From an optimization exercise on the open Yosys and OpenROAD flow, aimed at small area, a short achievable clock period and few clock cycles per item; shortcuts taken in it are not production practice. At most, simulation tests tie the RTL to the original design; equivalence was not proved. Function not checked in runs 1 to 5: the RTL went through the layout flow alone. Power figures rest on the tool's default switching activity, not on a simulated workload.

[flow/run.sh]
#!/bin/bash
# Standard layout, with clock tree synthesis told to build larger sink
# clusters and to add no dummy loads.
set -euo pipefail
export CTS_ARGS="-sink_clustering_enable -repair_clock_nets -dont_use_dummy_load -sink_clustering_size 30 -sink_clustering_max_diameter 60"
bash standard.sh finish > standard_flow.log 2>&1
[design.v]
`default_nettype none
package bubf_pkg;
    localparam int FUNC_W = 3;
    localparam int BYTE_W = 8;
    localparam int DIV_W  = 13;
    localparam int OUT_BITS = 2 * BYTE_W + DIV_W + 4;
    localparam int OUT_W    = ((OUT_BITS + 7) / 8) * 8;
    localparam logic [FUNC_W-1:0] FUNC_RD_DATA   = 3'd0;
    localparam logic [FUNC_W-1:0] FUNC_RD_STATUS = 3'd1;
    localparam logic [FUNC_W-1:0] FUNC_WR_DATA   = 3'd2;
    localparam logic [FUNC_W-1:0] FUNC_WR_CMD    = 3'd3;
    localparam logic [FUNC_W-1:0] FUNC_RX_BYTE   = 3'd4;
    localparam logic [FUNC_W-1:0] FUNC_TX_READY  = 3'd5;
    localparam logic [BYTE_W-1:0] ASCII_0 = 8'h30;
    localparam logic [BYTE_W-1:0] ASCII_9 = 8'h39;
    localparam logic [BYTE_W-1:0] STATUS_READY = 8'hFF;
    localparam int unsigned ClockHz = 20000000;
    localparam int unsigned Oversample = 16;
    localparam int unsigned DIV_300     = ClockHz / Oversample / 300 - 1;
    localparam int unsigned DIV_600     = ClockHz / Oversample / 600 - 1;
    localparam int unsigned DIV_1200    = ClockHz / Oversample / 1200 - 1;
    localparam int unsigned DIV_2400    = ClockHz / Oversample / 2400 - 1;
    localparam int unsigned DIV_4800    = ClockHz / Oversample / 4800 - 1;
    localparam int unsigned DIV_9600    = ClockHz / Oversample / 9600 - 1;
    localparam int unsigned DIV_19200   = ClockHz / Oversample / 19200 - 1;
    localparam int unsigned DIV_38400   = ClockHz / Oversample / 38400 - 1;
    localparam int unsigned DIV_125000  = ClockHz / Oversample / 125000 - 1;
    localparam int unsigned DIV_1250000 = ClockHz / Oversample / 1250000 - 1;
    localparam int unsigned DIV_250000  = ClockHz / Oversample / 250000 - 1;
    localparam logic [DIV_W-1:0] DIV_RESET = DIV_W'(DIV_250000);
    localparam logic [DIV_W-1:0] DIV_MAX   = DIV_W'(DIV_300);
    typedef struct packed {
        logic [FUNC_W-1:0] func;
        logic              hit;        
        logic              rx_avail;   
        logic              overflow;
        logic [DIV_W-1:0]  divisor;
    } s1_ctrl_t;
    function automatic logic [DIV_W-1:0] divisor_lookup(input logic [BYTE_W-1:0] b);
        logic [DIV_W-1:0] d;
        d = DIV_W'(DIV_38400);
        if (b >= ASCII_0 && b <= ASCII_9)
        begin
            case (4'(b - ASCII_0))
                4'd0:    d = DIV_W'(DIV_300);
                4'd1:    d = DIV_W'(DIV_600);
                4'd2:    d = DIV_W'(DIV_1200);
                4'd3:    d = DIV_W'(DIV_2400);
                4'd4:    d = DIV_W'(DIV_4800);
                4'd5:    d = DIV_W'(DIV_9600);
                4'd6:    d = DIV_W'(DIV_19200);
                4'd7:    d = DIV_W'(DIV_38400);
                4'd8:    d = DIV_W'(DIV_125000);
                4'd9:    d = DIV_W'(DIV_1250000);
                default: d = DIV_W'(DIV_38400);
            endcase
        end
        divisor_lookup = d;
    endfunction
endpackage
`default_nettype wire
`default_nettype none
module bubf_ring_ram (
    input  wire logic       clk,
    input  wire logic       rst_n,
    input  wire logic [3:0] ph,
    input  wire logic       push,
    input  wire logic       pop,
    input  wire logic       rd_sel,    
    input  wire logic [7:0] din,
    output logic      [7:0] dout,      
    output logic            empty,
    output logic            full
);
    logic [7:0]   head, tail, cnt;
    logic         nempty_r, full_r, cnt_ge16, cnt_gt16;
    logic [15:0]  pend, hv, fire_r;
    logic [15:0]  lt, win;
    logic [15:0]  toh;
    logic [127:0] wbuf, hreg;
    logic [127:0] tap;
    logic [15:0]  cap, rdl, ld, fire_n;
    assign empty = !nempty_r;
    assign full  = full_r;
    assign toh[0] = !lt[0];
    genvar k;
    generate
        for (k = 1; k < 16; k = k + 1)
        begin : g_toh
            assign toh[k] = lt[k-1] && !lt[k];
        end
    endgenerate
    always_comb
    begin
        dout = 8'h00;
        for (int i = 0; i < 16; i++)
        begin
            if (rd_sel && toh[i] && hv[i])
                dout = dout | hreg[i*8 +: 8];
            if (rd_sel && toh[i] && !hv[i])
                dout = dout | wbuf[i*8 +: 8];
        end
    end
    logic [3:0] ph1, ph2;
    logic eqn_h0, eqn_h1, eq_t0, eq_t1;
    assign ph1    = 4'(ph + 4'd1);
    assign ph2    = 4'(ph + 4'd2);
    assign eqn_h0 = (ph1 == head[7:4]);
    assign eqn_h1 = (ph2 == head[7:4]);
    assign eq_t0  = (ph == tail[7:4]);
    assign eq_t1  = (ph == 4'(tail[7:4] + 4'd1));
    genvar l;
    generate
        for (l = 0; l < 16; l = l + 1)
        begin : g_loop
            logic [127:0] sr;
            logic         cap_keep, cap_pop;
            assign fire_n[l] = ld[l] ? eqn_h0
                                     : (pend[l] && ((4'(l) >= head[3:0]) ? eqn_h1 : eqn_h0));
            assign tap[l*8 +: 8] = fire_r[l] ? wbuf[l*8 +: 8] : sr[127:120];
            always_ff @(posedge clk)
            begin
                sr <= {sr[119:0], tap[l*8 +: 8]};
            end
            assign rdl[l]   = pop && toh[l];
            assign cap_keep = !hv[l] && win[l] && (lt[l] ? eq_t1 : eq_t0);
            assign cap_pop  = toh[l] ? (cnt_gt16 && eq_t1) : cap_keep;
            assign cap[l]   = pop ? cap_pop : cap_keep;
            assign ld[l]    = push && (head[3:0] == 4'(l));
            always_ff @(posedge clk)
            begin
                if (ld[l])
                    wbuf[l*8 +: 8] <= din;
                if (cap[l])
                    hreg[l*8 +: 8] <= tap[l*8 +: 8];
            end
            always_ff @(posedge clk or negedge rst_n)
            begin
                if (!rst_n)
                begin
                    pend[l]   <= 1'b0;
                    fire_r[l] <= 1'b0;
                    hv[l]     <= 1'b0;
                    win[l]    <= 1'b0;
                end
                else
                begin
                    pend[l]   <= ld[l] || (pend[l] && !fire_r[l]);
                    fire_r[l] <= fire_n[l];
                    hv[l]     <= cap[l] || (hv[l] && !rdl[l]);
                    if (ld[l] && !cnt_ge16)
                        win[l] <= 1'b1;
                    else if (rdl[l] && !cnt_gt16)
                        win[l] <= 1'b0;
                end
            end
        end
    endgenerate
    always_ff @(posedge clk or negedge rst_n)
    begin
        if (!rst_n)
        begin
            head     <= '0;
            tail     <= '0;
            cnt      <= '0;
            lt       <= '0;
            nempty_r <= 1'b0;
            full_r   <= 1'b0;
            cnt_ge16 <= 1'b0;
            cnt_gt16 <= 1'b0;
        end
        else
        begin
            if (push)
            begin
                head     <= head + 8'd1;
                cnt      <= cnt + 8'd1;
                nempty_r <= 1'b1;
                full_r   <= (cnt == 8'd254);
                cnt_ge16 <= (cnt > 8'd14);
                cnt_gt16 <= (cnt > 8'd15);
            end
            else if (pop)
            begin
                tail     <= tail + 8'd1;
                lt       <= (tail[3:0] == 4'd15) ? 16'h0000 : {lt[14:0], 1'b1};
                cnt      <= cnt - 8'd1;
                nempty_r <= (cnt != 8'd1);
                full_r   <= 1'b0;
                cnt_ge16 <= (cnt > 8'd16);
                cnt_gt16 <= (cnt > 8'd17);
            end
        end
    end
endmodule
`default_nettype wire
`default_nettype none
module bus_uart_bridge_fifo_core #(
    parameter int RING_DEPTH = 256
) (
    input  wire logic        clk,
    input  wire logic        rst_n,
    input  wire logic        s_tvalid,
    output logic             s_tready,
    input  wire logic [7:0]  s_tdata,    
    input  wire logic [2:0]  s_tuser,    
    output logic             m_tvalid,
    input  wire logic        m_tready,
    output logic [bubf_pkg::OUT_W-1:0] m_tdata
);
    logic       in_v, sk_v;
    logic [2:0] sk_f;
    logic       in_rd, in_st, in_wr, in_cmd, in_rx, in_tx, in_rel;
    logic [7:0] in_d, sk_d;
    logic       out_valid;
    logic [7:0] out_bus_data, out_tx_byte;
    logic       out_bus_drive, out_wait_release, out_tx_valid, out_overflow;
    logic [bubf_pkg::DIV_W-1:0] divisor_x;
    logic [3:0] ph;
    logic       adv, take, acc;
    logic       rx_empty, rx_full, tx_empty, tx_full;
    logic       rx_push, rx_pop, tx_push, tx_pop;
    logic [7:0] rx_dout, tx_dout;
    assign s_tready = !sk_v;
    assign acc      = s_tvalid && !sk_v;
    assign adv      = !out_valid || m_tready;
    assign take     = in_v && adv;
    assign rx_pop  = adv && in_rd && !rx_empty;
    assign tx_push = adv && in_wr && !tx_full;
    assign rx_push = adv && in_rx && !rx_full;
    assign tx_pop  = adv && in_tx && !tx_empty;
    bubf_ring_ram u_rx_ram (
        .clk   (clk),
        .rst_n (rst_n),
        .ph    (ph),
        .push  (rx_push),
        .pop   (rx_pop),
        .rd_sel(in_rd && !rx_empty),
        .din   (in_d),
        .dout  (rx_dout),
        .empty (rx_empty),
        .full  (rx_full)
    );
    bubf_ring_ram u_tx_ram (
        .clk   (clk),
        .rst_n (rst_n),
        .ph    (ph),
        .push  (tx_push),
        .pop   (tx_pop),
        .rd_sel(in_tx && !tx_empty),
        .din   (in_d),
        .dout  (tx_dout),
        .empty (tx_empty),
        .full  (tx_full)
    );
    logic [7:0] bus_data_n, tx_byte_n;
    logic       bus_drive_n, wait_release_n, tx_valid_n, overflow_n;
    assign bus_data_n     = rx_dout | {8{in_st && !rx_empty}};
    assign bus_drive_n    = in_st || (in_rd && !rx_empty);
    assign wait_release_n = in_rel;
    assign tx_valid_n     = in_tx && !tx_empty;
    assign tx_byte_n      = tx_dout;
    assign overflow_n     = (in_wr && tx_full) || (in_rx && rx_full);
    logic [2:0] f_sel;
    logic [7:0] d_sel;
    assign f_sel = sk_v ? sk_f : s_tuser;
    assign d_sel = sk_v ? sk_d : s_tdata;
    always_ff @(posedge clk or negedge rst_n)
    begin
        if (!rst_n)
        begin
            ph          <= '0;
            in_v        <= 1'b0;
            sk_v        <= 1'b0;
            out_valid   <= 1'b0;
            divisor_x   <= '0;
        end
        else
        begin
            ph <= ph + 4'd1;
            if (!in_v || adv)
            begin
                in_v <= sk_v || acc;
                sk_v <= 1'b0;
            end
            else if (acc)
            begin
                sk_v <= 1'b1;
            end
            if (adv)
            begin
                out_valid <= in_v;
            end
            if (adv && in_cmd)
            begin
                divisor_x   <= bubf_pkg::divisor_lookup(in_d) ^ 13'h0004;
            end
        end
    end
    always_ff @(posedge clk)
    begin
        if (!in_v || adv)
        begin
            in_d   <= d_sel;
        end
        if (acc)
        begin
            sk_f <= s_tuser;
            sk_d <= s_tdata;
        end
    end
    logic new_v;
    assign new_v = sk_v || acc;
    always_ff @(posedge clk or negedge rst_n)
    begin
        if (!rst_n)
        begin
            in_rd  <= 1'b0;
            in_st  <= 1'b0;
            in_wr  <= 1'b0;
            in_cmd <= 1'b0;
            in_rx  <= 1'b0;
            in_tx  <= 1'b0;
            in_rel <= 1'b0;
        end
        else if (!in_v || adv)
        begin
            in_rd  <= new_v && (f_sel == bubf_pkg::FUNC_RD_DATA);
            in_st  <= new_v && (f_sel == bubf_pkg::FUNC_RD_STATUS);
            in_wr  <= new_v && (f_sel == bubf_pkg::FUNC_WR_DATA);
            in_cmd <= new_v && (f_sel == bubf_pkg::FUNC_WR_CMD);
            in_rx  <= new_v && (f_sel == bubf_pkg::FUNC_RX_BYTE);
            in_tx  <= new_v && (f_sel == bubf_pkg::FUNC_TX_READY);
            in_rel <= new_v && (f_sel[2] == 1'b0);
        end
    end
    always_ff @(posedge clk or negedge rst_n)
    begin
        if (!rst_n)
        begin
            out_bus_data     <= '0;
            out_bus_drive    <= 1'b0;
            out_wait_release <= 1'b0;
            out_tx_byte      <= '0;
            out_tx_valid     <= 1'b0;
            out_overflow     <= 1'b0;
        end
        else if (adv)
        begin
            out_bus_data     <= bus_data_n;
            out_bus_drive    <= bus_drive_n;
            out_wait_release <= wait_release_n;
            out_tx_byte      <= tx_byte_n;
            out_tx_valid     <= tx_valid_n;
            out_overflow     <= overflow_n;
        end
    end
    assign m_tvalid = out_valid;
    assign m_tdata  = {
        (bubf_pkg::OUT_W - bubf_pkg::OUT_BITS)'(0),
        out_overflow, divisor_x ^ 13'h0004, out_tx_valid, out_tx_byte,
        out_wait_release, out_bus_drive, out_bus_data
    };
endmodule
`default_nettype wire
[config.mk]
export PLATFORM = sky130hd
export DESIGN_NAME = bus_uart_bridge_fifo_core
export DESIGN_NICKNAME = bus_uart_bridge_fifo_core
export VERILOG_FILES = /design/flow/design.v
export SDC_FILE = /design/flow/constraint.sdc
export NUM_CORES = 4
export LEC_CHECK = 0
export ABC_CLOCK_PERIOD_IN_PS = 2600
export CAP_MARGIN = 20
export CORE_MARGIN = 2
export CORE_UTILIZATION = 60
export PLACE_DENSITY = 0.7
export SETUP_SLACK_MARGIN = 2.0
export SLEW_MARGIN = 20
[standard.sh]
#!/bin/bash
# synth_recipe.tcl (not shown) runs the flow's synth.tcl, then flattens the netlist and writes it again
# the make line also repeats each setting of config.mk as NAME=value (left out here)
make -C /OpenROAD-flow-scripts/flow DESIGN_CONFIG=/design/flow/config.mk WORK_HOME=/design/flow/orfs CLKGATE_MAP_FILE= SYNTH_SCRIPT=/design/flow/synth_recipe.tcl "${@:-finish}"
[constraint.sdc]
create_clock -name core_clock -period 4.8 [get_ports {clk}]
set_input_delay 0.9600 -clock core_clock [delete_from_list [all_inputs] [get_ports {clk}]]
set_output_delay 0.9600 -clock core_clock [all_outputs]
set_load 0.01 [all_outputs]
==> qor.yml, run 1 <==
peakVddDrop_mv: 0.474
maxCapViolCount: 0
status: "finished clean"
first_pass_iters: 8
grt_first_pass_wirelength_um: 385000
dpl.hpwl_um: 182000
hold_buffers: 0
synth_seq_area_share: 0.880
vias: 52612
ys.flop_type: "dfxtp_1"
reg2reg_slack_ns: 1.96
rsz0062_at_grt: "yes"
start_util: 0.603
drive_gt1_frac: 0.0968
crit_type: "flip-flop to flip-flop"
fmax_mhz: 352
power_mw: 65.2
io_pins: 57
clockBufferDepth: 3
worstPathRequired_ns: 5.52
avgViaCountPerCell: 5.37
fillCellCount: 13033
async_flop_share: 0.0535
synth-seq-cells: 4901
final_antenna_net_count: 0
synth_edf_count: 531
clkTransAtPathRegs_ns: 0.10
fin_worst_skew_ns: 0.115
synth_warnings: 2
power_density_nw_per_um2: 508
syn_area_um2: 119000
cts_made_buffers: 213
cts_tree: "built"
critPathArrivalTime_ns: 3.56
cp_max_fo: 12
grt_max_degree: 100
dr.first_iter.drc_count: 5519
dieHeight_um: 449
fin_crit_sh: 0.592
cp-start-kind: "flip-flop"
first_global_vias: 51963
relSlewSlack: 0.301
die_area_um2: 202000
worstHoldPathType: "primary input to async pin"
clock_latency_ns: 0.89
place.gp.congestion: 0.991
areaGrowthSynthToFinish_pct: 7.89
synthDistinctLibCells: 80
h-tree-depth: 4
p_leak_nw: 50.4
period_needed_ns: 2.84
placed_cell_area_um2: 123000
die_w_um: 449
final_area_um2: 128000
drcViolationCount: 0
nets: 7193
drv_slew: 0
rows: 163
syn_avg_cell_area_um2: 17.0
tightestPinTransition_ns: 1.05
track_usage: 0.269
synth_cells: 7016
root_buffer: "clkbuf_16"
worst_setup_path_end_kind: "flip-flop"
setup_viol: 0
tns_ns: 0
final_hold_viol_count: 0
antenna_found_initial: 66
wl_per_cell_um: 27.8
overflow: 0
core_um2: 197000
numPortBuffers: 49
clock-sinks: 4901
drt-total-wl_um: 272000
==> timing repair <==
action,CTS,global route
pin swaps,2,5
setup endpoints to repair,174,179
gates cloned,0,0
buffers inserted,8,2
gates resized for setup,79,57
==> placed cells by master, fill, tap and decap left out, types with 21 or more instances in the layout <==
cell,count
a22oi_1,54
xnor2_1,41
ha_1,26
and2_1,29
o31ai_1,22
edfxtp_1,531
nand2_1,117
dfrtp_2,23
nand3_1,201
mux2i_1,21
o21ai_0,115
clkdlybuf4s50_1,29
a32oi_1,68
nor2_1,90
clkbuf_16,213
mux2_2,274
xor2_1,24
dfrtp_1,238
inv_1,112
and4_1,22
a21oi_1,72
dfxtp_1,4108
nand4_1,72
o22ai_1,53
buf_4,82
and3_1,105
==> final timing paths <==
check | startpoint | end | depth (start not counted)
setup / recovery | u_tx_ram.nempty_r | out_tx_byte[1] | 6
hold / removal | rst_n | u_tx_ram.hv[8] | 1
setup reg to reg | u_tx_ram.nempty_r | out_tx_byte[1] | 6
hold reg to reg | u_tx_ram.g_loop[7].sr[42] | u_tx_ram.g_loop[7].sr[50] | 0
max in group asynchronous | rst_n | u_rx_ram.win[7] | 2
min in group core_clock | u_tx_ram.g_loop[7].sr[42] | u_tx_ram.g_loop[7].sr[50] | 0
==> registers in the layout, indices dropped and copies added, names as in the netlist, 128 cells and up, named ones only <==
name	flops
u_tx_ram.g_loop.sr	2048
u_rx_ram.hreg	128
u_tx_ram.hreg	128
u_rx_ram.g_loop.sr	2048
u_rx_ram.wbuf	128
u_tx_ram.wbuf	128
==> area by class of cell <==
class / count / area [um2] / share of cell area
antenna: 12 / 30.0 / 0.000234
sequential: 4901 / 105000 / 0.816
timing repair buffer: 137 / 1170 / 0.00914
inverter: 116 / 447 / 0.00348
clock buffer: 213 / 5330 / 0.0415
multi-input combinational: 1783 / 13300 / 0.104
tap: 2640 / 3300 / 0.0257
==> metrics by stage <==
stage          worst slack, ns   util  hold slack [ns]  std cells
2_1_floorplan             2.00      -            0.310       7022
3_3_place_gp             0.809  0.622            0.309       9566
3_5_place_dp             0.758  0.622            0.312       9567
4_1_cts                   1.91  0.650            0.145       9788
5_1_grt                   1.87  0.651            0.167       9792
6_report                  1.96  0.651            0.139       9802
==> critical path, stage by stage (launching register included) <==
cell	delay, ns
dfrtp_2	0.55
buf_4	0.23
and4b_1	0.56
nor2b_2	0.69
a22oi_1	0.28
and4_1	0.25
a31oi_1	0.14
==> logic make-up (layout without fill, tap and decap cells) <==
group | after synthesis | count (layout) | share of synthesized area
buf+inv | 338 | 466 | 0.0118
mux | 296 | 296 | 0.0278
simple gates | 798 | 798 | 0.0371
other cells | 1 | 19 | 0.0000315
compound gates | 585 | 585 | 0.0346
fa+ha+maj | 26 | 26 | 0.00273
xor+xnor | 71 | 71 | 0.00595
flops | 4901 | 4901 | 0.880
==> synth_stat cells, types with 13 or more instances <==
cell type	number	area share
dfxtp_1	4108	0.69
edfxtp_1	531	0.13
mux2_2	274	0.026
dfrtp_1	262	0.055
nand3_1	201	0.0085
clkbuf_1	170	0.0054
o21ai_0	132	0.0056
nand2_1	120	0.0038
inv_1	115	0.0036
and3_1	106	0.0056
nor2_1	99	0.0031
a21oi_1	72	0.0030
nand4_1	72	0.0038
a32oi_1	68	0.0050
a22oi_1	57	0.0036
o22ai_1	55	0.0029
xnor2_1	41	0.0030
and2_1	35	0.0018
a2111oi_0	29	0.0021
and4b_1	29	0.0024
ha_1	26	0.0027
nor3_1	25	0.0011
buf_4	24	0.0015
xor2_1	24	0.0018
and4_1	22	0.0016
mux2i_1	22	0.0019
o31ai_1	22	0.0014
a22o_1	19	0.0014
nor3b_1	18	0.0011
o2bb2ai_1	17	0.0013
buf_2	15	0.00063
nor2b_1	15	0.00079
o32a_1	15	0.0013
o41ai_1	13	0.00096
==> where the power goes <==
group / total, mW / internal [mW] / switching, mW
Combinational: 2.24 / 0.731 / 1.51
Clock: 19.4 / 7.91 / 11.5
Sequential: 43.5 / 42.4 / 1.15
==> per-layer routing <==
| layer | wire, um | track usage |
|---|---|---|
| met5 | 51 | 0 |
| met1 | 133000 | 0.429 |
| met3 | 20600 | 0.0530 |
| met2 | 112000 | 0.377 |
| met4 | 7070 | 0.0649 |
==> inputs of run 2 (changes only) <==
--- a/config.mk
+++ b/config.mk
@@ -5,10 +5,10 @@
 export SDC_FILE = /design/flow/constraint.sdc
 export NUM_CORES = 4
 export LEC_CHECK = 0
-export ABC_CLOCK_PERIOD_IN_PS = 2600
+export ABC_CLOCK_PERIOD_IN_PS = 2000
 export CAP_MARGIN = 20
 export CORE_MARGIN = 2
 export CORE_UTILIZATION = 60
 export PLACE_DENSITY = 0.7
-export SETUP_SLACK_MARGIN = 2.0
+export SETUP_SLACK_MARGIN = 2.8
 export SLEW_MARGIN = 20
==> qor.yml, run 2 <==
dr.first_iter.drc_count: 6335
worstHoldPathType: "primary input to async pin"
placed_cell_area_um2: 123000
track_usage: 0.280
synth-compound-area-share: 0.0346
dieHeight_um: 449
cts_tree: "built"
reg.largest.list: "u_rx_ram.g_loop.sr (2048), u_tx_ram.g_loop.sr (2048)"
power_switching_share: 0.222
tns_ns: 0
clock-sinks: 4901
synthMostInstantiatedCell: "dfxtp_1"
antenna_found_initial: 68
p_int_mw: 51.5
synth_simple_gate_area_share: 0.0371
avgViaCountPerCell: 5.45
numPortBuffers: 49
drt-total-wl_um: 289000
vias: 55188
first_global_vias: 53505
worstPathRequired_ns: 5.50
clkTransAtPathRegs_ns: 0.10
synth_cells: 7016
die_area_um2: 202000
p_sw_mw: 14.7
core_um2: 197000
rsz0062_at_grt: "yes"
synth_top_area_frac: 0.691
grt_first_pass_wirelength_um: 398000
ys.flop_type: "dfxtp_1"
synth_seq_area_share: 0.880
maxCapViolCount: 0
die_w_um: 449
h-tree-depth: 4
root_buffer: "clkbuf_16"
async_flop_share: 0.0535
fin_ws_ns: 2.26
cp_max_fo: 12
overflow: 0
clockPowerShare: 0.292
power_frac_seq: 0.659
fmax_mhz: 394
start_util: 0.603
syn_avg_cell_area_um2: 17.0
synth_area_leader_cell: "dfxtp_1"
tightestPinTransition_ns: 1.19
place.gp.congestion: 0.977
post-place-ws_ns: 0.959
syn_area_um2: 119000
reg2reg_slack_ns: 2.26
clockBufferDepth: 3
drive_gt1_frac: 0.201
setup_viol: 0
worst_setup_path_end_kind: "flip-flop"
critPathArrivalTime_ns: 3.23
relSlewSlack: 0.205
drv_slew: 0
grt_max_degree: 84
drcViolationCount: 0
cp-start-kind: "flip-flop"
synth_common_cells: "dfxtp_1 (4,108), edfxtp_1 (531), mux2_2 (274)"
synth-seq-cells: 4901
hold_ws_ns: 0.173
io_pins: 57
synth_warnings: 2
final_antenna_net_count: 0
final_area_um2: 136000
areaGrowthSynthToFinish_pct: 14.1
first_pass_iters: 7
period_needed_ns: 2.54
peakVddDrop_mv: 0.461
synth_area_leaders: "dfxtp_1 (69%), edfxtp_1 (13%), dfrtp_1 (5.5%)"
p_leak_nw: 53.1
fin_worst_skew_ns: 0.130
synth_fa_ha_area_frac: 0.00273
nets: 7505
rows: 163
synthMuxAreaShare: 0.0278
synth_top_family_by_area: "simple AND/OR/NAND/NOR gates"
p_comb_frac: 0.049
final_cell_mix: "dfxtp_1 (4,108), edfxtp_1 (531), mux2_2 (271)"
clock_latency_ns: 0.90
synth-xor-area-share: 0.00595
final_common_cell: "dfxtp_1"
synthDistinctLibCells: 80
dpl.hpwl_um: 184000
fin_crit_sh: 0.528
cts_made_buffers: 212
final_hold_viol_count: 0
wl_per_cell_um: 28.6
crit_type: "flip-flop to flip-flop"
status: "finished clean"
power_density_nw_per_um2: 488
synth_edf_count: 531
==> run 2: worst paths after layout <==
| kind | start | to | depth (start not counted) |
|---|---|---|---|
| max | in_rd | out_bus_data[4] | 7 |
| min | rst_n | out_tx_byte[6] | 1 |
| max reg2reg | in_rd | out_bus_data[4] | 7 |
| min reg2reg | u_rx_ram.g_loop[13].sr[0] | u_rx_ram.g_loop[13].sr[8] | 0 |
| max in group asynchronous | rst_n | u_rx_ram.hv[4] | 2 |
| min in group core_clock | u_rx_ram.g_loop[13].sr[0] | u_rx_ram.g_loop[13].sr[8] | 0 |
==> run 2: critical path, stage by stage (launching register included) <==
cell	delay (ns)
dfrtp_4	0.58
buf_12	0.19
and4b_1	0.20
buf_4	0.16
and2_4	0.20
a2111oi_4	0.34
nand4_1	0.32
o32a_1	0.39
==> run 2: metrics by stage <==
step | power, mW | instances | utilization
after floorplan | 45.3 | 7022 | -
after global placement | 46.7 | 9544 | 0.625
after detailed placement | 46.7 | 9545 | 0.626
after CTS | 66.1 | 10006 | 0.677
after global routing | 68.1 | 10103 | 0.688
final | 66.2 | 10119 | 0.689
==> run 2: area by class of cell <==
type                    instances  area (um2)
well taps                    2640        3300
repair buffers                442        5020
diodes                         17        42.5
clock buffers                 212        5310
inverters                     116         547
repair inverters                3        22.5
fillers                     12150       61400
flip-flops and latches       4901      105000
multi-input cells            1788       16800
==> run 2: routing by layer <==
layer	global-route usage	vias up	routed length (um)
li1	-	24488	-
met1	0.433	27736	135000
met2	0.398	2384	119000
met3	0.0634	576	24500
met4	0.0777	4	9920
met5	0	-	22
==> run 2: logic make-up after synthesis <==
family	after synthesis
DFF	4901
and+or+nand+nor	798
AOI/OAI and AO/OA	585
buffers and inverters	338
muxes	296
xor gates and xnor gates	71
adders and majority gates	26
other	1
==> run 2: power groups by stage <==
stage               Sequential, mW  Clock (mW)  Combinational (mW)
floorplan                     43.7           0                1.66
global placement              44.4           0                2.25
detailed placement            44.4           0                2.25
CTS                           43.6        19.7                2.85
global route                  43.8        21.0                3.34
finish                        43.7        19.3                3.23
==> run 2: repair_timing <==
action                                  4_1_cts  5_1_grt
hold buffers                                  0        0
gates cloned                                 19        4
endpoints found under the setup margin      820      657
pin swaps                                   177      151
gates resized for setup                     809      279
setup buffers                               230       92
==> inputs of run 3 (changes only) <==
==> config.mk (replaced) <==
export PLATFORM = sky130hd
export DESIGN_NAME = bus_uart_bridge_fifo_core
export DESIGN_NICKNAME = bus_uart_bridge_fifo_core
export VERILOG_FILES = /design/flow/design.v
export SDC_FILE = /design/flow/constraint.sdc
export NUM_CORES = 4
export LEC_CHECK = 0
export ABC_CLOCK_PERIOD_IN_PS = 2200
export CAP_MARGIN = 20
export CORE_MARGIN = 2
export CORE_UTILIZATION = 66
export PLACE_DENSITY = 0.74
export SETUP_SLACK_MARGIN = 2.4
export SLEW_MARGIN = 20
==> qor.yml, run 3 <==
fin_crit_sh: 0.551
synth_top_area_frac: 0.691
grt_first_pass_wirelength_um: 411000
die_w_um: 429
setup_viol: 0
power_mw: 65.7
dpl.hpwl_um: 188000
antenna_found_initial: 66
drcViolationCount: 0
slowest_delay_ns: 0.66
worstPathRequired_ns: 5.48
path_cells: "buf_12 > and4b_4 > nand3_2 > nand4_1 > or4_4 > o32a_1"
cp-start-kind: "flip-flop"
start_util: 0.666
tns_ns: 0
worst_setup_path_end_kind: "flip-flop"
p_leak_nw: 51.5
drive_gt1_frac: 0.149
final_common_cell: "dfxtp_1"
die_area_um2: 184000
track_usage: 0.318
synth-xor-area-share: 0.00595
min_from: "u_rx_ram.g_loop[6].sr[4]"
synth_common_cells: "dfxtp_1 (4,108), edfxtp_1 (531), mux2_2 (274)"
synth_area_leaders: "dfxtp_1 (69%), edfxtp_1 (13%), dfrtp_1 (5.5%)"
utilization: 0.734
final_cell_mix: "dfxtp_1 (4,108), edfxtp_1 (531), mux2_2 (273)"
synthMuxAreaShare: 0.0278
clockBufferDepth: 3
cts_made_buffers: 208
final_antenna_net_count: 0
fin_cells: 9643
numPortBuffers: 49
period_needed_ns: 2.65
worstHoldPathType: "flip-flop to flip-flop"
path_delay_family: "simple AND/OR/NAND/NOR gates"
crit_type: "flip-flop to flip-flop"
overflow: 0
fmax_mhz: 378
reg2reg_slack_ns: 2.15
dieHeight_um: 429
synth_edf_count: 531
regArea_um2: 105000
avgViaCountPerCell: 5.74
dr.first_iter.drc_count: 7071
nets: 7325
fin_worst_skew_ns: 0.105
ys.flop_type: "dfxtp_1"
rsz0062_at_grt: "yes"
wl_per_cell_um: 30.6
synth_seq_area_share: 0.880
final_hold_viol_count: 0
hold_depth: 0
cp.buffers_inverters: 1
peakVddDrop_mv: 0.501
synth_warnings: 2
first_pass_iters: 10
syn_area_um2: 119000
tightestPinTransition_ns: 1.18
cp_max_fo: 6
synth_cells: 7016
async_flop_share: 0.0535
drt-total-wl_um: 295000
synthMostInstantiatedCell: "dfxtp_1"
cts_tree: "built"
clock-sinks: 4901
critPathArrivalTime_ns: 3.33
synth-compound-area-share: 0.0346
place_inst: 9259
synth_area_leader_cell: "dfxtp_1"
core_um2: 179000
reg2reg_to: "out_tx_byte[0]"
rows: 155
maxCapViolCount: 0
fillCellCount: 9809
root_buffer: "clkbuf_16"
syn_avg_cell_area_um2: 17.0
synth-seq-cells: 4901
io_pins: 57
synth_simple_gate_area_share: 0.0371
relSlewSlack: 0.215
synth_fa_ha_area_frac: 0.00273
slowest_stage: "or4_4"
r2r_cells: 6
areaGrowthSynthToFinish_pct: 10.3
synth_top_family_by_area: "simple AND/OR/NAND/NOR gates"
reg.largest.list: "u_rx_ram.g_loop.sr (2048), u_tx_ram.g_loop.sr (2048)"
clkTransAtPathRegs_ns: 0.10
grt_max_degree: 103
vias: 55360
clock_latency_ns: 0.87
first_global_vias: 55225
status: "finished clean"
multiInputGateArea_um2: 15100
power_density_nw_per_um2: 500
h-tree-depth: 4
place.gp.congestion: 0.992
synthDistinctLibCells: 80
reg2reg_from: "in_tx"
drv_slew: 0
whs_endpoint: "u_rx_ram.g_loop[6].sr[12]"
-- run 3: kinds of logic after synthesis --
| kind of cell | count (synthesis) |
|---|---|
| other cells | 1 |
| compound gates | 585 |
| xor+xnor | 71 |
| mux | 296 |
| simple gates | 798 |
| buf+inv | 338 |
| flops | 4901 |
| fa+ha+maj | 26 |
-- run 3: area by class of cell --
type / instances / area share
Sequential cell: 4901 / 0.798
Multi-Input combinational cell: 1785 / 0.115
Timing Repair Buffer: 272 / 0.0213
Inverter: 116 / 0.00360
Clock buffer: 208 / 0.0396
Antenna cell: 6 / 0.000114
Tap cell: 2355 / 0.0224
-- run 3: timing repair --
action / in CTS / in global routing
gates cloned: 4 / 3
pin swaps: 58 / 70
hold buffers: 1 / 0
resized for setup: 497 / 140
setup buffers: 101 / 61
hold endpoints to repair: 25 / 0
endpoints found under the setup margin: 555 / 396
-- run 3: worst max path at each step --
stage	cells after the start	to	startpoint	slack [ns]
2_1_floorplan	7	u_rx_ram.hreg[48]	m_tready	2.35
3_3_place_gp	7	u_rx_ram.hreg[28]	m_tready	0.89
3_5_place_dp	7	u_rx_ram.hreg[28]	m_tready	0.78
4_1_cts	1	m_tdata[8]	out_bus_drive	2.28
5_1_grt	6	out_tx_byte[0]	in_tx	2.20
6_report	6	out_tx_byte[0]	in_tx	2.15
-- run 3: per-layer routing --
layer  up-vias  routed length (um)  GRT usage
met1     27784              127000      0.468
met3       629               28700     0.0776
met2      2883              128000      0.470
li1      24048                   -          -
met5         -                 111          0
met4        16               10700     0.0989
-- run 3: per-stage QoR --
stage | setup WS [ns] | hold slack, ns | area (um2)
2_1_floorplan | 2.35 | 0.310 | 120000
3_3_place_gp | 0.892 | 0.309 | 122000
3_5_place_dp | 0.779 | 0.312 | 122000
4_1_cts | 2.28 | 0.236 | 130000
5_1_grt | 2.20 | 0.237 | 131000
6_report | 2.15 | 0.247 | 131000
-- run 3: report_power, final --
| part | internal (mW) | switching (mW) |
|---|---|---|
| Sequential | 42.4 | 1.18 |
| Clock | 7.75 | 11.7 |
| Combinational | 0.942 | 1.76 |
==> inputs of run 4 (changes only) <==
--- a/design.v
+++ b/design.v
@@ -69,25 +69,27 @@
     input  wire logic       rd_sel,    
     input  wire logic [7:0] din,
     output logic      [7:0] dout,      
-    output logic            empty,
-    output logic            full
+    output logic            nempty_n,  
+    output logic            full_n     
 );
     logic [7:0]   head, tail, cnt;
     logic         nempty_r, full_r, cnt_ge16, cnt_gt16;
     logic [15:0]  pend, hv, fire_r;
-    logic [15:0]  lt, win;
-    logic [15:0]  toh;
+    logic [15:0]  hlt, lt, win;
+    logic [15:0]  toh, hoh;
     logic [127:0] wbuf, hreg;
     logic [127:0] tap;
     logic [15:0]  cap, rdl, ld, fire_n;
-    assign empty = !nempty_r;
-    assign full  = full_r;
+    assign nempty_n = push || (pop ? (cnt != 8'd1) : nempty_r);
+    assign full_n   = push ? (cnt == 8'd254) : (!pop && full_r);
     assign toh[0] = !lt[0];
+    assign hoh[0] = !hlt[0];
     genvar k;
     generate
         for (k = 1; k < 16; k = k + 1)
         begin : g_toh
             assign toh[k] = lt[k-1] && !lt[k];
+            assign hoh[k] = hlt[k-1] && !hlt[k];
         end
     endgenerate
     always_comb
@@ -116,7 +118,7 @@
             logic [127:0] sr;
             logic         cap_keep, cap_pop;
             assign fire_n[l] = ld[l] ? eqn_h0
-                                     : (pend[l] && ((4'(l) >= head[3:0]) ? eqn_h1 : eqn_h0));
+                                     : (pend[l] && (hlt[l] ? eqn_h0 : eqn_h1));
             assign tap[l*8 +: 8] = fire_r[l] ? wbuf[l*8 +: 8] : sr[127:120];
             always_ff @(posedge clk)
             begin
@@ -126,7 +128,7 @@
             assign cap_keep = !hv[l] && win[l] && (lt[l] ? eq_t1 : eq_t0);
             assign cap_pop  = toh[l] ? (cnt_gt16 && eq_t1) : cap_keep;
             assign cap[l]   = pop ? cap_pop : cap_keep;
-            assign ld[l]    = push && (head[3:0] == 4'(l));
+            assign ld[l]    = push && hoh[l];
             always_ff @(posedge clk)
             begin
                 if (ld[l])
@@ -163,6 +165,7 @@
             head     <= '0;
             tail     <= '0;
             cnt      <= '0;
+            hlt      <= '0;
             lt       <= '0;
             nempty_r <= 1'b0;
             full_r   <= 1'b0;
@@ -174,6 +177,7 @@
             if (push)
             begin
                 head     <= head + 8'd1;
+                hlt      <= (head[3:0] == 4'd15) ? 16'h0000 : {hlt[14:0], 1'b1};
                 cnt      <= cnt + 8'd1;
                 nempty_r <= 1'b1;
                 full_r   <= (cnt == 8'd254);
@@ -210,61 +214,86 @@
 );
     logic       in_v, sk_v;
     logic [2:0] sk_f;
-    logic       in_rd, in_st, in_wr, in_cmd, in_rx, in_tx, in_rel;
     logic [7:0] in_d, sk_d;
+    logic       rx_rd, rx_st, tx_rd, rx_wr, tx_wr, ovf, in_cmd, in_rel;
     logic       out_valid;
     logic [7:0] out_bus_data, out_tx_byte;
     logic       out_bus_drive, out_wait_release, out_tx_valid, out_overflow;
     logic [bubf_pkg::DIV_W-1:0] divisor_x;
     logic [3:0] ph;
-    logic       adv, take, acc;
-    logic       rx_empty, rx_full, tx_empty, tx_full;
+    logic       adv, acc, ld_in;
     logic       rx_push, rx_pop, tx_push, tx_pop;
+    logic       rx_nempty_n, rx_full_n, tx_nempty_n, tx_full_n;
     logic [7:0] rx_dout, tx_dout;
     assign s_tready = !sk_v;
     assign acc      = s_tvalid && !sk_v;
     assign adv      = !out_valid || m_tready;
-    assign take     = in_v && adv;
-    assign rx_pop  = adv && in_rd && !rx_empty;
-    assign tx_push = adv && in_wr && !tx_full;
-    assign rx_push = adv && in_rx && !rx_full;
-    assign tx_pop  = adv && in_tx && !tx_empty;
+    assign ld_in    = !in_v || adv;
+    assign rx_pop  = adv && rx_rd;
+    assign rx_push = adv && rx_wr;
+    assign tx_pop  = adv && tx_rd;
+    assign tx_push = adv && tx_wr;
     bubf_ring_ram u_rx_ram (
-        .clk   (clk),
-        .rst_n (rst_n),
-        .ph    (ph),
-        .push  (rx_push),
-        .pop   (rx_pop),
-        .rd_sel(in_rd && !rx_empty),
-        .din   (in_d),
-        .dout  (rx_dout),
-        .empty (rx_empty),
-        .full  (rx_full)
+        .clk      (clk),
+        .rst_n    (rst_n),
+        .ph       (ph),
+        .push     (rx_push),
+        .pop      (rx_pop),
+        .rd_sel   (rx_rd),
+        .din      (in_d),
+        .dout     (rx_dout),
+        .nempty_n (rx_nempty_n),
+        .full_n   (rx_full_n)
     );
     bubf_ring_ram u_tx_ram (
-        .clk   (clk),
-        .rst_n (rst_n),
-        .ph    (ph),
-        .push  (tx_push),
-        .pop   (tx_pop),
-        .rd_sel(in_tx && !tx_empty),
-        .din   (in_d),
-        .dout  (tx_dout),
-        .empty (tx_empty),
-        .full  (tx_full)
+        .clk      (clk),
+        .rst_n    (rst_n),
+        .ph       (ph),
+        .push     (tx_push),
+        .pop      (tx_pop),
+        .rd_sel   (tx_rd),
+        .din      (in_d),
+        .dout     (tx_dout),
+        .nempty_n (tx_nempty_n),
+        .full_n   (tx_full_n)
     );
-    logic [7:0] bus_data_n, tx_byte_n;
-    logic       bus_drive_n, wait_release_n, tx_valid_n, overflow_n;
-    assign bus_data_n     = rx_dout | {8{in_st && !rx_empty}};
-    assign bus_drive_n    = in_st || (in_rd && !rx_empty);
-    assign wait_release_n = in_rel;
-    assign tx_valid_n     = in_tx && !tx_empty;
-    assign tx_byte_n      = tx_dout;
-    assign overflow_n     = (in_wr && tx_full) || (in_rx && rx_full);
+    logic [7:0] bus_data_n;
+    assign bus_data_n = rx_dout | {8{rx_st}};
     logic [2:0] f_sel;
     logic [7:0] d_sel;
+    logic       new_v;
     assign f_sel = sk_v ? sk_f : s_tuser;
     assign d_sel = sk_v ? sk_d : s_tdata;
+    assign new_v = sk_v || acc;
+    logic in_st;
+    always_ff @(posedge clk or negedge rst_n)
+    begin
+        if (!rst_n)
+        begin
+            rx_rd  <= 1'b0;
+            rx_st  <= 1'b0;
+            in_st  <= 1'b0;
+            tx_rd  <= 1'b0;
+            rx_wr  <= 1'b0;
+            tx_wr  <= 1'b0;
+            ovf    <= 1'b0;
+            in_cmd <= 1'b0;
+            in_rel <= 1'b0;
+        end
+        else if (ld_in)
+        begin
+            rx_rd  <= new_v && (f_sel == bubf_pkg::FUNC_RD_DATA)   && rx_nempty_n;
+            rx_st  <= new_v && (f_sel == bubf_pkg::FUNC_RD_STATUS) && rx_nempty_n;
+            in_st  <= new_v && (f_sel == bubf_pkg::FUNC_RD_STATUS);
+            tx_rd  <= new_v && (f_sel == bubf_pkg::FUNC_TX_READY)  && tx_nempty_n;
+            rx_wr  <= new_v && (f_sel == bubf_pkg::FUNC_RX_BYTE)   && !rx_full_n;
+            tx_wr  <= new_v && (f_sel == bubf_pkg::FUNC_WR_DATA)   && !tx_full_n;
+            ovf    <= new_v && (((f_sel == bubf_pkg::FUNC_RX_BYTE) && rx_full_n)
+                                || ((f_sel == bubf_pkg::FUNC_WR_DATA) && tx_full_n));
+            in_cmd <= new_v && (f_sel == bubf_pkg::FUNC_WR_CMD);
+            in_rel <= new_v && (f_sel[2] == 1'b0);
+        end
+    end
     always_ff @(posedge clk or negedge rst_n)
     begin
         if (!rst_n)
@@ -278,9 +307,9 @@
         else
         begin
             ph <= ph + 4'd1;
-            if (!in_v || adv)
+            if (ld_in)
             begin
-                in_v <= sk_v || acc;
+                in_v <= new_v;
                 sk_v <= 1'b0;
             end
             else if (acc)
@@ -293,15 +322,15 @@
             end
             if (adv && in_cmd)
             begin
-                divisor_x   <= bubf_pkg::divisor_lookup(in_d) ^ 13'h0004;
+                divisor_x <= bubf_pkg::divisor_lookup(in_d) ^ 13'h0004;
             end
         end
     end
     always_ff @(posedge clk)
     begin
-        if (!in_v || adv)
+        if (ld_in)
         begin
-            in_d   <= d_sel;
+            in_d <= d_sel;
         end
         if (acc)
         begin
@@ -309,31 +338,6 @@
             sk_d <= s_tdata;
         end
     end
-    logic new_v;
-    assign new_v = sk_v || acc;
-    always_ff @(posedge clk or negedge rst_n)
-    begin
-        if (!rst_n)
-        begin
-            in_rd  <= 1'b0;
-            in_st  <= 1'b0;
-            in_wr  <= 1'b0;
-            in_cmd <= 1'b0;
-            in_rx  <= 1'b0;
-            in_tx  <= 1'b0;
-            in_rel <= 1'b0;
-        end
-        else if (!in_v || adv)
-        begin
-            in_rd  <= new_v && (f_sel == bubf_pkg::FUNC_RD_DATA);
-            in_st  <= new_v && (f_sel == bubf_pkg::FUNC_RD_STATUS);
-            in_wr  <= new_v && (f_sel == bubf_pkg::FUNC_WR_DATA);
-            in_cmd <= new_v && (f_sel == bubf_pkg::FUNC_WR_CMD);
-            in_rx  <= new_v && (f_sel == bubf_pkg::FUNC_RX_BYTE);
-            in_tx  <= new_v && (f_sel == bubf_pkg::FUNC_TX_READY);
-            in_rel <= new_v && (f_sel[2] == 1'b0);
-        end
-    end
     always_ff @(posedge clk or negedge rst_n)
     begin
         if (!rst_n)
@@ -348,11 +352,11 @@
         else if (adv)
         begin
             out_bus_data     <= bus_data_n;
-            out_bus_drive    <= bus_drive_n;
-            out_wait_release <= wait_release_n;
-            out_tx_byte      <= tx_byte_n;
-            out_tx_valid     <= tx_valid_n;
-            out_overflow     <= overflow_n;
+            out_bus_drive    <= in_st || rx_rd;
+            out_wait_release <= in_rel;
+            out_tx_byte      <= tx_dout;
+            out_tx_valid     <= tx_rd;
+            out_overflow     <= ovf;
         end
     end
     assign m_tvalid = out_valid;
--- a/config.mk
+++ b/config.mk
@@ -5,10 +5,10 @@
 export SDC_FILE = /design/flow/constraint.sdc
 export NUM_CORES = 4
 export LEC_CHECK = 0
-export ABC_CLOCK_PERIOD_IN_PS = 2200
+export ABC_CLOCK_PERIOD_IN_PS = 1800
 export CAP_MARGIN = 20
 export CORE_MARGIN = 2
-export CORE_UTILIZATION = 66
-export PLACE_DENSITY = 0.74
+export CORE_UTILIZATION = 60
+export PLACE_DENSITY = 0.7
 export SETUP_SLACK_MARGIN = 2.4
 export SLEW_MARGIN = 20
==> qor.yml, run 4 <==
status: "finished clean"
synth_area_leaders: "dfxtp_1 (69%), edfxtp_1 (13%), dfrtp_1 (6.2%)"
first_global_vias: 48595
power_switching_share: 0.208
rsz0062_at_grt: "yes"
placed_cell_area_um2: 124000
maxCapViolCount: 0
grt_max_degree: 107
crit_type: "flip-flop to primary output"
drv_slew: 0
track_usage: 0.214
fin_crit_sh: 0.523
final_antenna_net_count: 0
synth_warnings: 2
root_buffer: "clkbuf_16"
fmax_mhz: 398
power_mw: 68.5
tightestPinTransition_ns: 1.15
cp_max_fo: 2
syn_avg_cell_area_um2: 17.1
tns_ns: 0
worst_setup_path_end_kind: "primary output"
synth-seq-cells: 4935
place.gp.congestion: 0.957
final_cell_mix: "dfxtp_1 (4,108), edfxtp_1 (531), mux2_2 (268)"
drcViolationCount: 0
async_flop_share: 0.0600
drive_gt1_frac: 0.118
critPathArrivalTime_ns: 1.55
die_w_um: 451
core_um2: 199000
p_sw_mw: 14.3
p_int_mw: 54.3
synthMostInstantiatedCell: "dfxtp_1"
clkTransAtPathRegs_ns: 0.11
synth_cells: 6995
synthDistinctLibCells: 77
dieHeight_um: 451
numPortBuffers: 49
cts_made_buffers: 208
rows: 164
slowest_delay_ns: 0.53
power_frac_seq: 0.691
clockBufferDepth: 3
synth_common_cells: "dfxtp_1 (4,108), edfxtp_1 (531), dfrtp_1 (296)"
synth_seq_area_share: 0.881
grt_first_pass_wirelength_um: 318000
fin_ws_ns: 2.29
io_pins: 57
syn_area_um2: 120000
start_util: 0.602
dpl.hpwl_um: 146000
die_area_um2: 203000
final_hold_viol_count: 0
path_cells: "inv_2 > buf_6"
cts_tree: "built"
ys.flop_type: "dfxtp_1"
clock_latency_ns: 0.88
reg2reg_slack_ns: 2.31
hold_buffers: 0
p_leak_nw: 50.9
clock-sinks: 4935
cp.buffers_inverters: 2
r2r_cells: 6
reg2reg_to: "u_rx_ram.hreg[3]"
synth_edf_count: 531
nets: 7225
reg.largest.list: "u_rx_ram.g_loop.sr (2048), u_tx_ram.g_loop.sr (2048)"
hold_ws_ns: 0.161
cp-start-kind: "flip-flop"
clockPowerShare: 0.276
p_comb_frac: 0.033
drt-total-wl_um: 221000
post-place-ws_ns: 0.970
slowest_stage: "dfrtp_4"
dr.first_iter.drc_count: 5383
peakVddDrop_mv: 0.440
relSlewSlack: 0.230
final_common_cell: "dfxtp_1"
period_needed_ns: 2.51
worstPathRequired_ns: 3.84
reg2reg_from: "u_rx_ram.tail[4]"
vias: 51178
path_delay_family: "flip-flops"
synth_top_area_frac: 0.686
h-tree-depth: 4
avgViaCountPerCell: 5.19
crit_start: "sk_v"
antenna_found_initial: 42
first_pass_iters: 6
worstHoldPathType: "primary input to async pin"
setup_viol: 0
fillCellCount: 13362
areaGrowthSynthToFinish_pct: 8.94
synth_area_leader_cell: "dfxtp_1"
wl_per_cell_um: 22.4
overflow: 0
power_density_nw_per_um2: 525
final_area_um2: 131000
fin_worst_skew_ns: 0.0895
==> run 4: worst max-delay path by stage <==
stage | to | slack [ns] | cells after the start
2_1_floorplan | u_tx_ram.hreg[104] | 2.21 | 6
3_3_place_gp | u_tx_ram.hreg[76] | 1.04 | 7
3_5_place_dp | u_tx_ram.hreg[18] | 0.97 | 6
4_1_cts | s_tready | 2.19 | 2
5_1_grt | s_tready | 2.21 | 2
6_report | s_tready | 2.29 | 2
==> run 4: what timing repair did <==
item / 4_1_cts / 5_1_grt
setup buffers: 67 / 29
resized for setup: 273 / 73
gates cloned: 4 / 0
pin swaps: 18 / 25
setup endpoints to repair: 575 / 489
hold endpoints to repair: 0 / 0
==> run 4: layout make-up <==
type / instances / area (um2) / share of cell area
flip-flops and latches: 4935 / 106000 / 0.809
multi-input cells: 1743 / 14000 / 0.107
clock buffers: 208 / 5200 / 0.0398
well taps: 2656 / 3320 / 0.0254
repair buffers: 207 / 2020 / 0.0155
inverters: 93 / 353 / 0.00270
diodes: 20 / 50.0 / 0.000383
==> run 4: worst reg2reg max path: stages (launching register included) <==
cell,delay (ns)
dfrtp_2,0.43
ha_4,0.24
xor2_1,0.15
or3_4,0.38
or2_4,0.29
or4_4,0.51
o31ai_4,0.15
==> run 4: kinds of logic (layout without fill, tap and decap cells) <==
kind of cell | count (synthesis) | count (layout) | share of synthesized area
DFF | 4935 | 4935 | 0.881
and+or+nand+nor | 579 | 580 | 0.0251
xor gates and xnor gates | 72 | 72 | 0.00586
other | 1 | 27 | 0.0000313
muxes | 395 | 395 | 0.0358
AOI/OAI and AO/OA | 667 | 667 | 0.0391
buffers and inverters | 324 | 508 | 0.0112
adders and majority gates | 22 | 22 | 0.00230
==> run 4: per-stage QoR <==
stage / instances / utilization
2_1_floorplan: 7001 / -
3_3_place_gp: 9534 / 0.621
3_5_place_dp: 9534 / 0.621
4_1_cts: 9813 / 0.652
5_1_grt: 9844 / 0.655
6_report: 9862 / 0.656
==> run 4: power groups by stage <==
stage | Clock (mW) | Sequential (mW) | Combinational (mW)
after floorplan | 0 | 47.2 | 1.58
after global placement | 0 | 48.1 | 2.14
after detailed placement | 0 | 48.3 | 2.16
after CTS | 19.4 | 47.4 | 2.22
after global routing | 20.8 | 47.7 | 2.39
final | 18.9 | 47.4 | 2.26
==> run 4: routing by layer <==
layer  routed length (um)  part of all wire  global-route usage
met3                17000             0.077              0.0420
met4                 6480             0.029              0.0649
met5                   38           0.00017                   0
met1               108000              0.49               0.342
met2                88500              0.40               0.295
==> inputs of run 5 (changes only) <==
--- a/config.mk
+++ b/config.mk
@@ -5,7 +5,7 @@
 export SDC_FILE = /design/flow/constraint.sdc
 export NUM_CORES = 4
 export LEC_CHECK = 0
-export ABC_CLOCK_PERIOD_IN_PS = 1800
+export ABC_CLOCK_PERIOD_IN_PS = 2200
 export CAP_MARGIN = 20
 export CORE_MARGIN = 2
 export CORE_UTILIZATION = 60
==> qor.yml, run 5 <==
power_density_nw_per_um2: 525
worst_setup_path_end_kind: "primary output"
grt_max_degree: 107
p_int_mw: 54.3
worstPathRequired_ns: 3.84
status: "finished clean"
cp-start-kind: "flip-flop"
drive_gt1_frac: 0.118
synth_seq_area_share: 0.881
tightestPinTransition_ns: 1.15
rows: 164
maxCapViolCount: 0
reg2reg_to: "u_rx_ram.hreg[3]"
antenna_found_initial: 42
dr.first_iter.drc_count: 5383
fillCellCount: 13362
reg.largest.list: "u_rx_ram.g_loop.sr (2048), u_tx_ram.g_loop.sr (2048)"
cts_made_buffers: 208
numPortBuffers: 49
cp_max_fo: 2
h-tree-depth: 4
grt_first_pass_wirelength_um: 318000
clock_latency_ns: 0.88
clock-sinks: 4935
synth_common_cells: "dfxtp_1 (4,108), edfxtp_1 (531), dfrtp_1 (296)"
drcViolationCount: 0
fmax_mhz: 398
die_area_um2: 203000
avgViaCountPerCell: 5.19
fin_ws_ns: 2.29
p_sw_mw: 14.3
worstHoldPathType: "primary input to async pin"
ys.flop_type: "dfxtp_1"
clockPowerShare: 0.276
synth_area_leader_cell: "dfxtp_1"
wl_per_cell_um: 22.4
synth_cells: 6995
vias: 51178
place.gp.congestion: 0.957
final_antenna_net_count: 0
power_frac_seq: 0.691
peakVddDrop_mv: 0.440
period_needed_ns: 2.51
first_global_vias: 48595
syn_avg_cell_area_um2: 17.1
hold_buffers: 0
drv_slew: 0
r2r_cells: 6
critPathArrivalTime_ns: 1.55
nets: 7225
synth_warnings: 2
syn_area_um2: 120000
power_switching_share: 0.208
start_util: 0.602
root_buffer: "clkbuf_16"
reg2reg_from: "u_rx_ram.tail[4]"
track_usage: 0.214
reg2reg_slack_ns: 2.31
die_w_um: 451
crit_type: "flip-flop to primary output"
synth_area_leaders: "dfxtp_1 (69%), edfxtp_1 (13%), dfrtp_1 (6.2%)"
clkTransAtPathRegs_ns: 0.11
async_flop_share: 0.0600
cts_tree: "built"
synth_edf_count: 531
crit_start: "sk_v"
p_comb_frac: 0.033
drt-total-wl_um: 221000
dieHeight_um: 451
dpl.hpwl_um: 146000
hold_ws_ns: 0.161
fin_crit_sh: 0.523
synth_top_area_frac: 0.686
final_common_cell: "dfxtp_1"
relSlewSlack: 0.230
rsz0062_at_grt: "yes"
setup_viol: 0
p_leak_nw: 50.9
fin_worst_skew_ns: 0.0895
io_pins: 57
final_cell_mix: "dfxtp_1 (4,108), edfxtp_1 (531), mux2_2 (268)"
clockBufferDepth: 3
synthDistinctLibCells: 77
synthMostInstantiatedCell: "dfxtp_1"
post-place-ws_ns: 0.970
final_hold_viol_count: 0
first_pass_iters: 6
synth-seq-cells: 4935
core_um2: 199000
overflow: 0
tns_ns: 0
areaGrowthSynthToFinish_pct: 8.94
-- run 5: cell counts in the layout (fill, tap and decap cells not counted) --
Identical to the previous run, type by type.
-- run 5: area by class of cell --
class	instances	area, um2	area share
Sequential cell	4935	106000	0.809
Inverter	93	353	0.00270
Multi-Input combinational cell	1743	14000	0.107
Tap cell	2656	3320	0.0254
Clock buffer	208	5200	0.0398
Antenna cell	20	50.0	0.000383
Timing Repair Buffer	207	2020	0.0155
-- run 5: worst max path at each step --
stage	to	slack [ns]	cells after the start
5_1_grt	s_tready	2.21	2
2_1_floorplan	u_tx_ram.hreg[104]	2.21	6
3_3_place_gp	u_tx_ram.hreg[76]	1.04	7
3_5_place_dp	u_tx_ram.hreg[18]	0.97	6
4_1_cts	s_tready	2.19	2
6_report	s_tready	2.29	2
-- run 5: kinds of logic after synthesis --
group / synth area share
XOR/XNOR: 0.00586
buffers and inverters: 0.0112
flip-flops: 0.881
other: 0.0000313
AO/OA/AOI/OAI: 0.0391
adder cells (fa/ha/maj): 0.00230
multiplexers: 0.0358
AND/OR/NAND/NOR: 0.0251
-- run 5: critical path, stage by stage, from the launching register on --
cell and delay, ns:
dfrtp_4 0.53, inv_2 0.06, buf_6 0.09
-- run 5: metrics by stage --
step | instances | util | area, um2 | total power [mW]
3_3_place_gp | 9534 | 0.621 | 124000 | 50.2
2_1_floorplan | 7001 | - | 120000 | 48.8
5_1_grt | 9844 | 0.655 | 131000 | 70.9
3_5_place_dp | 9534 | 0.621 | 124000 | 50.4
6_report | 9862 | 0.656 | 131000 | 68.5
4_1_cts | 9813 | 0.652 | 130000 | 69.0
-- run 5: repair_timing --
| action | in CTS | in global routing |
|---|---|---|
| setup buffers | 67 | 29 |
| setup endpoints to repair | 575 | 489 |
| gates resized for setup | 273 | 73 |
| cloned | 4 | 0 |
| pin swaps | 18 | 25 |
| hold endpoints to repair | 0 | 0 |
-- run 5: power by group through the flow --
stage               Combinational (mW)  Sequential [mW]  Clock, mW
finish                            2.26             47.4       18.9
global route                      2.39             47.7       20.8
CTS                               2.22             47.4       19.4
detailed placement                2.16             48.3          0
global placement                  2.14             48.1          0
floorplan                         1.58             47.2          0
-- run 5: metal layers --
metal  routed length [um]  vias up  track usage
met5                   38        -            0
met4                 6480        6       0.0649
met3                17000      407       0.0420
met2                88500     1837        0.295
met1               108000    25112        0.342
li1                     -    23816            -
==> inputs of run 6 (changes only) <==
--- a/design.v
+++ b/design.v
@@ -103,30 +103,43 @@
                 dout = dout | wbuf[i*8 +: 8];
         end
     end
-    logic [3:0] ph1, ph2;
-    logic eqn_h0, eqn_h1, eq_t0, eq_t1;
-    assign ph1    = 4'(ph + 4'd1);
-    assign ph2    = 4'(ph + 4'd2);
-    assign eqn_h0 = (ph1 == head[7:4]);
-    assign eqn_h1 = (ph2 == head[7:4]);
-    assign eq_t0  = (ph == tail[7:4]);
-    assign eq_t1  = (ph == 4'(tail[7:4] + 4'd1));
+    logic f0, f1, ne0, e0, e1, h_inc, t_inc;
+    assign e0 = !ne0;
+    assign h_inc = push && hoh[15];
+    assign t_inc = pop && toh[15];
+    always_ff @(posedge clk or negedge rst_n)
+    begin
+        if (!rst_n)
+        begin
+            f0 <= 1'b0;
+            f1 <= 1'b0;
+            ne0 <= 1'b0;
+            e1  <= 1'b0;
+        end
+        else
+        begin
+            f0 <= h_inc ? f0 : f1;
+            f1 <= h_inc ? f1 : (4'(ph + 4'd3) == head[7:4]);
+            ne0 <= t_inc ? ne0 : (4'(ph + 4'd1) != tail[7:4]);
+            e1  <= t_inc ? e1 : e0;
+        end
+    end
     genvar l;
     generate
         for (l = 0; l < 16; l = l + 1)
         begin : g_loop
             logic [127:0] sr;
             logic         cap_keep, cap_pop;
-            assign fire_n[l] = ld[l] ? eqn_h0
-                                     : (pend[l] && (hlt[l] ? eqn_h0 : eqn_h1));
+            assign fire_n[l] = ld[l] ? f0
+                                     : (pend[l] && (hlt[l] ? f0 : f1));
             assign tap[l*8 +: 8] = fire_r[l] ? wbuf[l*8 +: 8] : sr[127:120];
             always_ff @(posedge clk)
             begin
                 sr <= {sr[119:0], tap[l*8 +: 8]};
             end
             assign rdl[l]   = pop && toh[l];
-            assign cap_keep = !hv[l] && win[l] && (lt[l] ? eq_t1 : eq_t0);
-            assign cap_pop  = toh[l] ? (cnt_gt16 && eq_t1) : cap_keep;
+            assign cap_keep = !hv[l] && win[l] && (lt[l] ? e1 : e0);
+            assign cap_pop  = toh[l] ? (cnt_gt16 && e1) : cap_keep;
             assign cap[l]   = pop ? cap_pop : cap_keep;
             assign ld[l]    = push && hoh[l];
             always_ff @(posedge clk)
@@ -225,7 +238,8 @@
     logic       rx_push, rx_pop, tx_push, tx_pop;
     logic       rx_nempty_n, rx_full_n, tx_nempty_n, tx_full_n;
     logic [7:0] rx_dout, tx_dout;
-    assign s_tready = !sk_v;
+    logic       sk_v_o;
+    assign s_tready = !sk_v_o;
     assign acc      = s_tvalid && !sk_v;
     assign adv      = !out_valid || m_tready;
     assign ld_in    = !in_v || adv;
@@ -301,6 +315,7 @@
             ph          <= '0;
             in_v        <= 1'b0;
             sk_v        <= 1'b0;
+            sk_v_o      <= 1'b0;
             out_valid   <= 1'b0;
             divisor_x   <= '0;
         end
@@ -316,6 +331,10 @@
             begin
                 sk_v <= 1'b1;
             end
+            if (ld_in)
+                sk_v_o <= 1'b0;
+            else if (s_tvalid && !sk_v_o)
+                sk_v_o <= 1'b1;
             if (adv)
             begin
                 out_valid <= in_v;
--- a/config.mk
+++ b/config.mk
@@ -5,10 +5,9 @@
 export SDC_FILE = /design/flow/constraint.sdc
 export NUM_CORES = 4
 export LEC_CHECK = 0
-export ABC_CLOCK_PERIOD_IN_PS = 2200
 export CAP_MARGIN = 20
 export CORE_MARGIN = 2
 export CORE_UTILIZATION = 60
 export PLACE_DENSITY = 0.7
-export SETUP_SLACK_MARGIN = 2.4
+export SETUP_SLACK_MARGIN = 2.3
 export SLEW_MARGIN = 20
==> qor.yml, run 6 <==
synth_warnings: 2
clockBufferDepth: 3
final_antenna_net_count: 0
slowest_stage: "dfrtp_1"
p_int_mw: 51.1
io_pins: 57
numPortBuffers: 49
power_switching_share: 0.206
setup_viol: 0
power_density_nw_per_um2: 500
fin_crit_sh: 0.530
antenna_found_initial: 18
grt_max_degree: 92
peakVddDrop_mv: 0.435
r2r_cells: 5
cts_made_buffers: 209
worstPathRequired_ns: 5.54
crit_start: "u_rx_ram.hv[13]"
areaGrowthSynthToFinish_pct: 7.60
p_leak_nw: 50.3
utilization: 0.651
fin_worst_skew_ns: 0.0842
clock_latency_ns: 0.85
final_common_cell: "dfxtp_1"
power_mw: 64.4
relSlewSlack: 0.193
clock-sinks: 4944
synthDistinctLibCells: 71
p_sw_mw: 13.3
core_um2: 198000
crit_type: "flip-flop to flip-flop"
status: "finished clean"
root_buffer: "clkbuf_16"
track_usage: 0.234
first_pass_iters: 6
clkTransAtPathRegs_ns: 0.11
vias: 50822
drt-total-wl_um: 239000
overflow: 0
syn_avg_cell_area_um2: 17.3
tns_ns: 0
worst_setup_path_end_kind: "flip-flop"
avgViaCountPerCell: 5.24
cp_max_fo: 7
place.gp.congestion: 0.984
async_flop_share: 0.0617
critPathArrivalTime_ns: 3.28
reg2reg_from: "u_rx_ram.hv[13]"
synth_cells: 6909
reg.largest.list: "u_rx_ram.g_loop.sr (2048), u_tx_ram.g_loop.sr (2048)"
drive_gt1_frac: 0.104
rows: 163
hold_buffers: 0
power_frac_seq: 0.677
synth_edf_count: 531
worstHoldPathType: "primary input to async pin"
syn_area_um2: 120000
period_needed_ns: 2.54
clockPowerShare: 0.295
fmax_mhz: 393
tightestPinTransition_ns: 1.21
rsz0062_at_grt: "yes"
grt_first_pass_wirelength_um: 343000
dpl.hpwl_um: 162000
synth_area_leaders: "dfxtp_1 (69%), edfxtp_1 (13%), dfrtp_1 (6.4%)"
wl_per_cell_um: 24.6
synth_seq_area_share: 0.884
cp-start-kind: "flip-flop"
drv_slew: 0
final_hold_viol_count: 0
drcViolationCount: 0
slowest_delay_ns: 0.53
cts_tree: "built"
nets: 7078
final_cell_mix: "dfxtp_1 (4,108), edfxtp_1 (531), dfrtp_1 (285)"
path_cells: "mux2i_1 > nor2_1 > a31oi_1 > nand4_1 > o32a_1"
synthMostInstantiatedCell: "dfxtp_1"
die_w_um: 451
synth_area_leader_cell: "dfxtp_1"
maxCapViolCount: 0
start_util: 0.605
dr.first_iter.drc_count: 4317
synth_common_cells: "dfxtp_1 (4,108), edfxtp_1 (531), dfrtp_1 (305)"
synth_top_area_frac: 0.687
h-tree-depth: 4
synth-seq-cells: 4944
die_area_um2: 203000
dieHeight_um: 451
p_comb_frac: 0.028
ys.flop_type: "dfxtp_1"
first_global_vias: 50095
run 6: critical path, delay by kind of cell (launching register included):
kind / cells / cell delay (ns)
AO/OA/AOI/OAI: 2 / 0.90
multiplexers: 1 / 0.44
flip-flops: 1 / 0.53
AND/OR/NAND/NOR: 2 / 0.59
run 6: repair_timing:
item,in CTS,in global routing
endpoints found under the setup margin,373,144
gates cloned,2,0
resized for setup,171,37
pin swaps,3,3
buffers inserted,21,7
run 6: power groups by stage:
stage	sequential, mW	combinational (mW)	clock, mW
CTS	43.6	1.76	19.5
finish	43.6	1.80	19.0
global placement	44.5	1.71	0
detailed placement	44.5	1.73	0
global route	43.7	1.91	20.9
floorplan	44.0	1.10	0
run 6: worst paths after layout:
path                                              to  slack, ns
max                                  out_bus_data[0]       2.26
min                               u_rx_ram.fire_r[0]       0.17
min in group core_clock    u_tx_ram.g_loop[2].sr[34]       0.25
max in group asynchronous             out_tx_byte[2]       3.47
max reg2reg                          out_bus_data[0]       2.26
min reg2reg                u_tx_ram.g_loop[2].sr[34]       0.25
run 6: area by class of cell:
class	instances	area, um2
sequential	4944	106000
multi-input combinational	1673	12900
timing repair buffer	152	1220
antenna	11	27.5
clock buffer	209	5230
tap	2640	3300
fill	13440	69000
inverter	63	240
run 6: kinds of logic (layout without fill, tap and decap cells):
| group | count (synthesis) | after routing | synth area share |
|---|---|---|---|
| fa+ha+maj | 20 | 20 | 0.00209 |
| buf+inv | 300 | 424 | 0.0112 |
| flops | 4944 | 4944 | 0.884 |
| mux | 337 | 337 | 0.0312 |
| simple gates | 616 | 618 | 0.0285 |
| xor+xnor | 62 | 62 | 0.00454 |
| other cells | 1 | 18 | 0.0000313 |
| compound gates | 629 | 629 | 0.0384 |
run 6: routing by layer:
metal	share of wire	track usage	up-vias
met5	0.000054	0	-
met4	0.072	0.142	2
met3	0.053	0.0383	642
met2	0.47	0.382	1755
met1	0.41	0.295	25008
li1	-	-	23415
run 6: stage by stage:
step / std cells / cell area (um2) / hold WS [ns] / setup WS [ns]
floorplan: 6915 / 120000 / 0.310 / 2.31
global placement: 9442 / 123000 / 0.310 / 1.20
detailed placement: 9442 / 123000 / 0.312 / 1.15
CTS: 9674 / 129000 / 0.131 / 2.30
global route: 9684 / 129000 / 0.172 / 2.29
finish: 9692 / 129000 / 0.170 / 2.26
Testbench counts of run 6, summed over its fixed seeds: cycles 48,016, items 48,000.

-- re-timing with driven ports --
How much do the figures lean on ideal ports? The routed layouts below were timed once more, with nothing changed but the port constraints.
Step 1 sets driving cells, clkbuf_16 on the clock port and buf_2 on the other inputs (assumed; they add their load-dependent delay and slew).
Step 2 times the ports against the registers' clock, not the clock port: input delays grow and output delays shrink by t, the midpoint of the rising clock arrivals with the driver on.
a / b / c = ideal ports / drivers / drivers and shift; a / b = the first two.
run | t, ns | setup WS [ns] | slew at the worst register clock pin (ns) | worst slew at a driven data input, ns | pins driven straight from the clock port
run 1 | 0.923 | 1.956 / 1.956 / 1.133 | 0.11 / 0.11 | 0.05 | 1
run 2 | 0.927 | 2.264 / 2.237 / 1.564 | 0.12 / 0.12 | 0.05 | 1
run 3 | 0.918 | 2.155 / 2.155 / 1.456 | 0.12 / 0.12 | 0.06 | 1
run 4 | 0.925 | 2.287 / 2.200 / 1.725 | 0.11 / 0.11 | 0.18 | 1
run 5 | 0.925 | 2.287 / 2.200 / 1.725 | 0.11 / 0.11 | 0.18 | 1
run 6 | 0.901 | 2.256 / 2.256 / 1.448 | 0.11 / 0.11 | 0.11 | 1
After both steps every run listed still meets setup and hold. For run 1, which loses most, drivers alone change the setup slack by 0.000 ns; drivers and shift together by -0.823 ns.
